This design comes from an exercise in tuning for a short achievable clock period on the open sky130 flow, not from production work. The RTL was checked by simulation tests, not by an equivalence proof against the original design. The clock port is modelled as an ideal driver, which makes a skipped or thinned clock tree look cheaper than it is; a real chip needs a root buffer or a tree. Power and IR drop assume default switching activity.

v52:
// tofpet_readout
module tofpet_readout (
	input  logic                         clkin_parallel,
	input  logic                         cpu_resetn,
	input  logic [6-1:0]  hit_valid,
	input  logic [6*32-1:0] hit_data,	 
	input  logic                         cmd_valid,
	input  logic [8:0]                   cmd,		 
	output logic                         cmd_credit,
	output logic                         res_valid,
	output logic [32+5:0]    res,		 
	input  logic                         res_credit
);
Size in the first run: about 5,100 cells after synthesis, about 81,000 um2 of cells after synthesis.
export LEC_CHECK = 0
export CAP_MARGIN = 20
export CORE_MARGIN = 2
export CORE_UTILIZATION = 50
export PLACE_DENSITY = 0.65
export SETUP_SLACK_MARGIN = 2.5
export SLEW_MARGIN = 20
export TNS_END_PERCENT = 100
create_clock -name core_clock -period 4.0 [get_ports {clkin_parallel}]
standard.sh (not shown) runs the stock make flow with config.mk's settings and CLKGATE_MAP_FILE= SYNTH_SCRIPT=/design/flow/synth_recipe.tcl, a recipe that flattens the netlist after the stock synthesis.
==> flow/flow/run.sh <==
#!/bin/bash
set -euo pipefail
export PRE_CTS_TCL="$(pwd)/flow/pre_cts.tcl"
export BUFFER_PORTS_ARGS="-buffer_cell sky130_fd_sc_hd__buf_8"
bash standard.sh > flow.log 2>&1
==> flow/flow/pre_cts.tcl <==
# Hook run by ORFS's cts.tcl before clock_tree_synthesis: build a shallow, balanced
# clock tree (port -> 4 root buffers -> leaf buffers -> flip-flops) and turn the
# TritonCTS call that follows into a no-op. Everything after it in cts.tcl
# (legalisation, setup and hold repair) runs as usual.
source [file join [file dirname [info script]] tree.tcl]
pull_output_flops
build_clock_tree 10 8 2 2 sky130_fd_sc_hd__clkbuf_16 sky130_fd_sc_hd__buf_16
global_connect
rename clock_tree_synthesis tritoncts_unused
proc clock_tree_synthesis {args} {
  puts "clock tree built by pre_cts.tcl; TritonCTS skipped"
  set_propagated_clock [all_clocks]
}
Other scripts of this flow, unchanged in this note and not shown: flow/flow/tree.tcl
v52 completed; timing, DRC and antenna clean
Changes in v35 relative to v52:
- CORE_UTILIZATION now 40, was 50
- PLACE_DENSITY no longer set, was 0.65
-- flow/flow/pre_cts.tcl --
<<< v52, line 6
pull_output_flops
build_clock_tree 10 8 2 2 sky130_fd_sc_hd__clkbuf_16 sky130_fd_sc_hd__buf_16
global_connect
>>> v35, line 6
pull_output_flops
build_clock_tree 10 10 2 2 sky130_fd_sc_hd__clkbuf_16 sky130_fd_sc_hd__buf_16
global_connect
[summary]
- Diff v52 -> v35: flip-flop and latch count did not really move, time the final worst path needs with I/O delays and setup saw an increase, final standard cell area without fillers now sits higher.
- Number of cells on the worst reg-to-reg path ends up lower on v35.
- Across both runs, final wirelength was higher for v35 than for v52.
- On routed via count, v52 loses to v35.
- Compared with v52, in v35 wire length of the first global-routing pass has increased; number of iterations in the first detailed-routing pass increased 1; global-route track usage on met3 lost 0.25 points.
Setup changes, v35 to v40
- PLACE_DENSITY newly set to 0.65
- SETUP_SLACK_MARGIN changed from 2.5 to 4.0
- CORE_UTILIZATION changed from 40 to 50
-- flow/flow/pre_cts.tcl --
<<< v35, line 6
pull_output_flops
build_clock_tree 10 10 2 2 sky130_fd_sc_hd__clkbuf_16 sky130_fd_sc_hd__buf_16
global_connect
>>> v40, line 6
pull_output_flops
build_clock_tree 10 8 2 2 sky130_fd_sc_hd__clkbuf_16 sky130_fd_sc_hd__buf_16
global_connect
## What came out
Compare v35 and v40 | global-route usage lower: v35. Horizontal extent of the die: v35 and v40 compared, higher one is v35. Side by side, final core area utilization turned out higher in v40 than in v35. v40 gives more setup slack than v35 did. Against v35 as the reference, v40 delivers a higher post-CTS repair timing setup buffer count. Comparing final hold slack for v35 and v40, the smaller number came from v35. Against v35 as the reference, v40 delivers a higher internal power summed over all cells. Quantity of I/O buffers inserted on ports: v40 vs v35 identical. v40 vs v35, fraction of area in registers went down by 5.7 points. In the tables for v35 and v40, number of nets in the final layout reads lower with v35.
Input changes introduced in v7 (baseline for comparison: v40):
- a change of SETUP_SLACK_MARGIN from 4.0 to 2.2
--- outcome ---
From v40 to v7 the numbers moved as follows: design area shows a reduction of about 18%, leakage power shows a reduction of about 20%, total power shows a reduction of 10%, inverter count shows a reduction of 4.1%. For later-pin clock latency in the skew report, v7 and v40 come out practically identical. | number of antenna cells inserted | higher: v40 |. Routed via count divided by cell count sits lower in v7 than in v40. Per the comparison of v7 with v40, layout overhead on the synthesized area lower, final worst-path setup slack lower. v7 completed end to end with timing, DRC and antenna clean.
Input-level comparison between v30 and v7:
- changing SETUP_SLACK_MARGIN from 2.2 to 2.5
- changing PLACE_DENSITY from 0.65 to 0.72
- changing CORE_UTILIZATION from 50 to 60
==> comparison <==
Sort v7 and v30 by global-route usage, ascending, and v7 comes first. v7 → v30: ratio of final minimum period to clock period shows an increase of 1.6 points, distinct cell type count after synthesis neither gained nor lost much, total routed wirelength shows an increase of 5.9%. Comparing the two runs side by side, v30 comes out behind v7 on power. Between v7 and v30, the difference in clock network power consumption is negligible. Comparing v7 and v30, the lower internal reg-to-reg setup slack is on v30. Looking at largest stage delay on the critical path, v30 sits 0.02 ns above v7.
In every run of this note, the design's own scripts or RTL, not TritonCTS, make the clock network.

[static timing again, ports no longer ideal]
The flow's constraints put no driver on any port. The routed layouts listed below were extracted and timed again, unchanged, in two steps.
Step 1, drivers: a clkbuf_16 drives clkin_parallel and a buf_2 each remaining input, both assumed.
Step 2 times the ports against the registers' clock, not the clock port: input delays grow and output delays shrink by t, the midpoint of the rising clock arrivals with the driver on.
a / b / c = no drivers / after step 1 / after step 2; a / b = the first two.
run | shift t [ns] | setup WS [ns] | hold slack, ns
v52 | 0.738 | 2.177 / 1.986 / 1.826 | 0.428 / 0.296 / 0.428
v35 | 0.782 | 2.147 / 1.950 / 1.784 | 0.392 / 0.253 / 0.446
v40 | 0.757 | 2.153 / 1.963 / 1.912 | 0.408 / 0.272 / 0.455
v7 | 0.742 | 2.141 / 1.987 / 1.653 | 0.429 / 0.288 / 0.469
v30 | 0.734 | 2.079 / 1.991 / 1.623 | 0.432 / 0.291 / 0.435
After both steps every run listed still meets setup and hold. For v7, which loses most, drivers alone change the setup slack by -0.154 ns; drivers and shift together by -0.488 ns.
